Source: an optimization exercise on an open RTL-to-GDS flow (aim: small area). Production flows keep margins and buffers that such runs may drop.
Function was checked by simulation only, so behaviour that the tests miss may differ from the original.
Power is estimated from default activity; no workload was simulated.

==> try-maple <==
## id_stage
module id_stage (
    input  logic        clk,
    input  logic        rst,
    input  logic [31:0] inst_i,
    input  logic        inst_valid_i,
    output logic        inst_ready_o,
    input  logic        ex_fwd_we_i,
    input  logic [4:0]  ex_fwd_waddr_i,
    input  logic [31:0] ex_fwd_wdata_i,
    input  logic        mem_fwd_we_i,
    input  logic [4:0]  mem_fwd_waddr_i,
    input  logic [31:0] mem_fwd_wdata_i,
    input  logic        wb_we_i,
    input  logic [4:0]  wb_waddr_i,
    input  logic [31:0] wb_wdata_i,
    output logic [7:0]  out_aluop_o,
    output logic [2:0]  out_alusel_o,
    output logic        out_we_o,
    output logic [4:0]  out_waddr_o,
    output logic [31:0] out_data1_o,
    output logic [31:0] out_data2_o,
    output logic        out_illegal_o,
    output logic        out_valid_o,
    input  logic        out_ready_i
);
==> module operand_select, before the edit <==
module operand_select #(
    parameter int IMM_W = 32         
) (
    input  logic             ld_i,
    input  logic [31:0]      q_i,
    input  logic             re_i,
    input  logic [4:0]       raddr_i,
    input  logic [IMM_W-1:0] imm_i,
    input  logic [32*32-1:0] regs_i,
    input  logic             ex_we_i,
    input  logic [4:0]       ex_waddr_i,
    input  logic [31:0]      ex_wdata_i,
    input  logic             mem_we_i,
    input  logic [4:0]       mem_waddr_i,
    input  logic [31:0]      mem_wdata_i,
    output logic [31:0]      data_o
);
    logic        ex_hit;
    logic        mem_hit;
    logic        rf_hit;
    logic [32:0] sel;                  
    logic [33*32-1:0] words;
    logic [32*11-1:0] grp_n;           
    logic        imm_hit;
    assign imm_hit = ld_i && !re_i;
    assign ex_hit  = ld_i && re_i && ex_we_i && (ex_waddr_i == raddr_i);
    assign mem_hit = ld_i && re_i && !(ex_we_i && (ex_waddr_i == raddr_i))
                     && mem_we_i && (mem_waddr_i == raddr_i);
    assign rf_hit  = ld_i && re_i && !(ex_we_i && (ex_waddr_i == raddr_i))
                     && !(mem_we_i && (mem_waddr_i == raddr_i));
    always_comb begin
        for (int i = 1; i < 32; i++) begin
            sel[i-1] = rf_hit && (raddr_i == i[4:0]);
        end
        sel[31] = ex_hit;
        sel[32] = mem_hit;
    end
    assign words = {mem_wdata_i, ex_wdata_i, regs_i[32*32-1:32]};
    for (genvar k = 0; k < 11; k++) begin : gen_grp
        aoi3 #(.W(32)) u_aoi (
            .s_i ({sel[3*k+2], sel[3*k+1], sel[3*k]}),
            .a_i (words[32*(3*k)   +: 32]),
            .b_i (words[32*(3*k+1) +: 32]),
            .c_i (words[32*(3*k+2) +: 32]),
            .y_o (grp_n[32*k +: 32])
        );
    end
    always_comb begin
        data_o = {32{!ld_i}} & q_i;
        for (int k = 0; k < 11; k++) begin
            data_o = data_o | ~grp_n[32*k +: 32];
        end
        data_o[IMM_W-1:0] = data_o[IMM_W-1:0] | ({IMM_W{imm_hit}} & imm_i);
    end
endmodule
==> module regfile, before the edit <==
module regfile (
    input  logic             clk,
    input  logic             rst,
    input  logic             wb_we_i,
    input  logic [4:0]       wb_waddr_i,
    input  logic [31:0]      wb_wdata_i,
    output logic [32*32-1:0] regs_o       
);
    assign regs_o[31:0] = '0;
    logic [31:0] wdata;
    assign wdata = wb_wdata_i & {32{!rst}};
    for (genvar i = 1; i < 32; i++) begin : gen_reg
        logic        en;
        logic [31:0] r;
        assign en = rst || (wb_we_i && (wb_waddr_i == i[4:0]));
        always_ff @(posedge clk) begin
            if (en) begin
                r <= wdata;
            end
        end
        assign regs_o[32*i +: 32] = r;
    end
endmodule
==> flow/config.mk <==
export PLATFORM = sky130hd
export DESIGN_NAME = id_stage
export DESIGN_NICKNAME = id_stage
export VERILOG_FILES = /design/flow/design.v
export SDC_FILE = /design/flow/constraint.sdc
export NUM_CORES = 4
export LEC_CHECK = 0
export CAP_MARGIN = 20
export CORE_MARGIN = 2
export CORE_UTILIZATION = 40
export CTS_CLUSTER_DIAMETER = 120
export CTS_CLUSTER_SIZE = 25
export SLEW_MARGIN = 20
export SYNTH_HIERARCHICAL = 1
export SYNTH_MINIMUM_KEEP_SIZE = 0
==> flow/constraint.sdc <==
create_clock -name core_clock -period 5.0 [get_ports {clk}]
set_input_delay 1.0000 -clock core_clock [delete_from_list [all_inputs] [get_ports {clk}]]
set_output_delay 1.0000 -clock core_clock [all_outputs]
set_load 0.01 [all_outputs]
standard.sh (not shown) runs the stock make flow with config.mk's settings and CLKGATE_MAP_FILE= SYNTH_SCRIPT=/design/flow/synth_recipe.tcl, a recipe that flattens the netlist after the stock synthesis.
==> flow/flow/run.sh <==
#!/bin/bash
# The standard layout (the standard.sh: ORFS synthesis to final), with two
# changes to how ORFS calls OpenROAD:
#  - port buffers are the smallest buffer, buf_1, instead of the one buffer_ports
#    picks by default (repair_design and repair_timing still resize them as needed);
#  - CTS clusters sinks as config.mk says and inserts no dummy loads.
set -euo pipefail
cd "$(dirname "$0")/.."
export BUFFER_PORTS_ARGS="-buffer_cell sky130_fd_sc_hd__buf_1"
export CTS_ARGS="-sink_clustering_enable -repair_clock_nets -sink_clustering_size 25 -sink_clustering_max_diameter 120 -dont_use_dummy_load"
bash standard.sh > standard.log 2>&1
==> try-ember (differences from try-maple) <==
--- a/flow/design.v
+++ b/flow/design.v
@@ -164,12 +164,10 @@
 endmodule
 `timescale 1ns/1ns
 module operand_select #(
     parameter int IMM_W = 32         
 ) (
-    input  logic             ld_i,
-    input  logic [31:0]      q_i,
     input  logic             re_i,
     input  logic [4:0]       raddr_i,
     input  logic [IMM_W-1:0] imm_i,
     input  logic [32*32-1:0] regs_i,
     input  logic             ex_we_i,
@@ -184,17 +182,13 @@
     logic        mem_hit;
     logic        rf_hit;
     logic [32:0] sel;                  
     logic [33*32-1:0] words;
     logic [32*11-1:0] grp_n;           
-    logic        imm_hit;
-    assign imm_hit = ld_i && !re_i;
-    assign ex_hit  = ld_i && re_i && ex_we_i && (ex_waddr_i == raddr_i);
-    assign mem_hit = ld_i && re_i && !(ex_we_i && (ex_waddr_i == raddr_i))
-                     && mem_we_i && (mem_waddr_i == raddr_i);
-    assign rf_hit  = ld_i && re_i && !(ex_we_i && (ex_waddr_i == raddr_i))
-                     && !(mem_we_i && (mem_waddr_i == raddr_i));
+    assign ex_hit  = re_i && ex_we_i && (ex_waddr_i == raddr_i);
+    assign mem_hit = re_i && !ex_hit && mem_we_i && (mem_waddr_i == raddr_i);
+    assign rf_hit  = re_i && !ex_hit && !mem_hit;
     always_comb begin
         for (int i = 1; i < 32; i++) begin
             sel[i-1] = rf_hit && (raddr_i == i[4:0]);
         end
         sel[31] = ex_hit;
@@ -209,15 +203,15 @@
             .c_i (words[32*(3*k+2) +: 32]),
             .y_o (grp_n[32*k +: 32])
         );
     end
     always_comb begin
-        data_o = {32{!ld_i}} & q_i;
+        data_o = '0;
         for (int k = 0; k < 11; k++) begin
             data_o = data_o | ~grp_n[32*k +: 32];
         end
-        data_o[IMM_W-1:0] = data_o[IMM_W-1:0] | ({IMM_W{imm_hit}} & imm_i);
+        data_o[IMM_W-1:0] = data_o[IMM_W-1:0] | ({IMM_W{!re_i}} & imm_i);
     end
 endmodule
 module aoi3 #(
     parameter int W = 32
 ) (
@@ -285,16 +279,14 @@
     end
     always_ff @(posedge clk) begin
         if (in_ready_o) begin
             code_q      <= code_i;
             out_waddr_o <= waddr_i;
+            out_data1_o <= data1_i;
+            out_data2_o <= data2_i;
         end
     end
-    always_ff @(posedge clk) begin
-        out_data1_o <= data1_i;
-        out_data2_o <= data2_i;
-    end
     assign nz = |out_data2_o;
     always_comb begin
         out_aluop_o   = mips_id_pkg::OP_NOP;
         out_alusel_o  = mips_id_pkg::SEL_NOP;
         out_we_o      = 1'b1;
@@ -376,12 +368,10 @@
         .wb_waddr_i (wb_waddr_i),
         .wb_wdata_i (wb_wdata_i),
         .regs_o     (regs)
     );
     operand_select #(.IMM_W(5)) u_sel_rs (
-        .ld_i        (inst_ready_o),
-        .q_i         (out_data1_o),
         .re_i        (re[0]),
         .raddr_i     (inst_i[25:21]),
         .imm_i       (imm[4:0]),
         .regs_i      (regs),
         .ex_we_i     (ex_fwd_we_i),
@@ -391,12 +381,10 @@
         .mem_waddr_i (mem_fwd_waddr_i),
         .mem_wdata_i (mem_fwd_wdata_i),
         .data_o      (operand[0])
     );
     operand_select #(.IMM_W(32)) u_sel_rt (
-        .ld_i        (inst_ready_o),
-        .q_i         (out_data2_o),
         .re_i        (re[1]),
         .raddr_i     (inst_i[20:16]),
         .imm_i       (imm),
         .regs_i      (regs),
         .ex_we_i     (ex_fwd_we_i),
==> flow/run.sh (new file) <==
#!/bin/bash
# synth_recipe.tcl (not shown) runs the flow's synth.tcl, then flattens the netlist and writes it again
# the make line also repeats each setting of config.mk as NAME=value (left out here)
make -C /OpenROAD-flow-scripts/flow DESIGN_CONFIG=/design/flow/config.mk WORK_HOME=/design/flow/orfs CLKGATE_MAP_FILE= SYNTH_SCRIPT=/design/flow/synth_recipe.tcl finish
Settings changed: CTS_CLUSTER_DIAMETER 120 to not set, CTS_CLUSTER_SIZE 25 to not set.
removed: flow/flow/run.sh
removed: flow/standard.sh
==> try-pepper (differences from try-maple) <==
--- a/flow/design.v
+++ b/flow/design.v
@@ -191,25 +191,50 @@
     assign ex_hit  = ld_i && re_i && ex_we_i && (ex_waddr_i == raddr_i);
     assign mem_hit = ld_i && re_i && !(ex_we_i && (ex_waddr_i == raddr_i))
                      && mem_we_i && (mem_waddr_i == raddr_i);
     assign rf_hit  = ld_i && re_i && !(ex_we_i && (ex_waddr_i == raddr_i))
                      && !(mem_we_i && (mem_waddr_i == raddr_i));
+    logic [3:0] lo_n;
+    logic [7:0] hi_n;
     always_comb begin
-        for (int i = 1; i < 32; i++) begin
-            sel[i-1] = rf_hit && (raddr_i == i[4:0]);
+        for (int k = 0; k < 4; k++) begin
+            lo_n[k] = !(rf_hit && (raddr_i[1:0] == k[1:0]));
+        end
+        for (int j = 0; j < 8; j++) begin
+            hi_n[j] = !(raddr_i[4:2] == j[2:0]);
         end
-        sel[31] = ex_hit;
-        sel[32] = mem_hit;
     end
+    logic [32:0] sel_hi;
+    onehot_grid u_grid_lo (
+        .hi_n_i (hi_n),
+        .lo_n_i (lo_n),
+        .sel_o  (sel[30:0])
+    );
+    onehot_grid u_grid_hi (
+        .hi_n_i (hi_n),
+        .lo_n_i (lo_n),
+        .sel_o  (sel_hi[30:0])
+    );
+    assign sel[31]    = ex_hit;
+    assign sel[32]    = mem_hit;
+    assign sel_hi[31] = ex_hit;
+    assign sel_hi[32] = mem_hit;
     assign words = {mem_wdata_i, ex_wdata_i, regs_i[32*32-1:32]};
     for (genvar k = 0; k < 11; k++) begin : gen_grp
-        aoi3 #(.W(32)) u_aoi (
+        aoi3 #(.W(16)) u_aoi_lo (
             .s_i ({sel[3*k+2], sel[3*k+1], sel[3*k]}),
-            .a_i (words[32*(3*k)   +: 32]),
-            .b_i (words[32*(3*k+1) +: 32]),
-            .c_i (words[32*(3*k+2) +: 32]),
-            .y_o (grp_n[32*k +: 32])
+            .a_i (words[32*(3*k)   +: 16]),
+            .b_i (words[32*(3*k+1) +: 16]),
+            .c_i (words[32*(3*k+2) +: 16]),
+            .y_o (grp_n[32*k +: 16])
+        );
+        aoi3 #(.W(16)) u_aoi_hi (
+            .s_i ({sel_hi[3*k+2], sel_hi[3*k+1], sel_hi[3*k]}),
+            .a_i (words[32*(3*k)   + 16 +: 16]),
+            .b_i (words[32*(3*k+1) + 16 +: 16]),
+            .c_i (words[32*(3*k+2) + 16 +: 16]),
+            .y_o (grp_n[32*k + 16 +: 16])
         );
     end
     always_comb begin
         data_o = {32{!ld_i}} & q_i;
         for (int k = 0; k < 11; k++) begin
@@ -227,10 +252,21 @@
     input  logic [W-1:0] c_i,
     output logic [W-1:0] y_o
 );
     assign y_o = ~(({W{s_i[0]}} & a_i) | ({W{s_i[1]}} & b_i) | ({W{s_i[2]}} & c_i));
 endmodule
+module onehot_grid (
+    input  logic [7:0]  hi_n_i,
+    input  logic [3:0]  lo_n_i,
+    output logic [30:0] sel_o
+);
+    always_comb begin
+        for (int i = 1; i < 32; i++) begin
+            sel_o[i-1] = !hi_n_i[i / 4] && !lo_n_i[i % 4];
+        end
+    end
+endmodule
 `timescale 1ns/1ns
 module regfile (
     input  logic             clk,
     input  logic             rst,
     input  logic             wb_we_i,
@@ -239,22 +275,49 @@
     output logic [32*32-1:0] regs_o       
 );
     assign regs_o[31:0] = '0;
     logic [31:0] wdata;
     assign wdata = wb_wdata_i & {32{!rst}};
+    logic [3:0]  lo;
+    logic [7:0]  hi;
+    logic [31:1] en;
+    always_comb begin
+        for (int k = 0; k < 4; k++) begin
+            lo[k] = wb_we_i && (wb_waddr_i[1:0] == k[1:0]);
+        end
+        for (int j = 0; j < 8; j++) begin
+            hi[j] = (wb_waddr_i[4:2] == j[2:0]);
+        end
+    end
+    regfile_wen u_wen (
+        .rst   (rst),
+        .hi_i  (hi),
+        .lo_i  (lo),
+        .en_o  (en)
+    );
     for (genvar i = 1; i < 32; i++) begin : gen_reg
-        logic        en;
         logic [31:0] r;
-        assign en = rst || (wb_we_i && (wb_waddr_i == i[4:0]));
         always_ff @(posedge clk) begin
-            if (en) begin
+            if (en[i]) begin
                 r <= wdata;
             end
         end
         assign regs_o[32*i +: 32] = r;
     end
 endmodule
+module regfile_wen (
+    input  logic        rst,
+    input  logic [7:0]  hi_i,
+    input  logic [3:0]  lo_i,
+    output logic [31:1] en_o
+);
+    always_comb begin
+        for (int i = 1; i < 32; i++) begin
+            en_o[i] = rst || (hi_i[i / 4] && lo_i[i % 4]);
+        end
+    end
+endmodule
 `timescale 1ns/1ns
 module id_ex_latch (
     input  logic        clk,
     input  logic        rst,
     input  logic        in_valid_i,
Settings changed: PLACE_DENSITY set to 0.8.
==> try-yarrow (differences from try-maple) <==
Settings changed: PLACE_DENSITY set to 0.8.
==> notes <==
- In critical path depth, try-maple and try-yarrow do not differ.
- Final cell count, lowest first: try-yarrow, try-maple, try-pepper, try-ember.
- In sequential cell count, try-ember and try-yarrow do not differ.
- Synthesized cell count is about the same in try-pepper and try-ember.
- The highest clock skew belongs to try-yarrow, the lowest to try-maple.
- Between try-maple and try-yarrow, the lower power is in try-yarrow (gap about 0.4%, measured against try-yarrow).
- In try-yarrow the non-clock buffer count is lower than in try-pepper, by 41.
- Between try-ember and try-maple, the lower worst hold slack is in try-maple (gap 120 ps).
==> figures <==
|  | try-pepper | try-ember | try-maple | try-yarrow |
|---|---|---|---|---|
| Minimum setup slack in the final design | 282.9 ps | 287.4 ps | 602.7 ps | 358.0 ps |
| Routed metal-1 wirelength | 49.95 mm | 67.55 mm | 60.15 mm | 50.22 mm |
| Core Area | 110400 um2 | 112300 um2 | 111000 um2 | 111000 um2 |
| Clock-cell share of area | 2.465% | 6.475% | 2.427% | 2.441% |
| Power per unit of standard cell area | 332.5 nW/um2 | 376.5 nW/um2 | 329.6 nW/um2 | 330.2 nW/um2 |
| Area growth syn-to-layout | 9.950% | 20.02% | 10.42% | 9.802% |
| Initial DRC Count | 10998 | 10801 | 9693 | 11600 |
| Vias in the first global route | 31621 | 32847 | 31988 | 32247 |
| Count of TritonRoute iterations in the first routing pass | 14 | 13 | 15 | 19 |
| Maximum number of pins on one net before global-route repair | 48 | 42 | 37 | 33 |
| Start point of the critical path | inst_i[0] | u_latch.out_data2_o[20] | inst_i[0] | inst_i[0] |
| Final critical path time including I/O delays and setup | 4717 ps | 4713 ps | 4397 ps | 4642 ps |
| Area of placed instances | 47430 um2 | 50750 um2 | 48190 um2 | 47940 um2 |
| Power Combinational | 0.878 mW | 1.16 mW | 0.945 mW | 0.932 mW |
| Run status | complete, no violations | complete, no violations | complete, no violations | complete, no violations |
| Total number of vias | 33979 | 35144 | 33229 | 34230 |
| Post-route clock skew | 35.65 ps | 47.63 ps | 33.68 ps | 53.36 ps |

re-timing with driven ports:
How much do the figures lean on ideal ports? The routed layouts below were timed once more, with nothing changed but the port constraints.
Step 1: set_driving_cell puts a clkbuf_16 on clk and a buf_2 on each other input, an assumption about the parent block.
Step 2, shift: input delay + t, output delay - t, t = (earliest + latest rising clock arrival at the registers) / 2. This alone moves slack from input paths to output paths.
Three values: ideal ports, drivers, drivers and shift; two values: the first two.
run | shift t [ns] | setup WS [ns] | cell pins on the clock port's net
try-maple | 0.720 | 0.603 / 0.618 / -0.102 | 1
try-ember | 0.774 | 0.287 / 0.213 / -0.267 | 1
try-pepper | 0.730 | 0.283 / 0.325 / -0.404 | 1
try-yarrow | 0.728 | 0.358 / 0.393 / -0.335 | 1
Met with ideal ports but missed after step 2: setup timing in every run listed. The setup slack of try-maple, which loses most, moves by +0.015 ns with the drivers and by -0.705 ns with both steps.
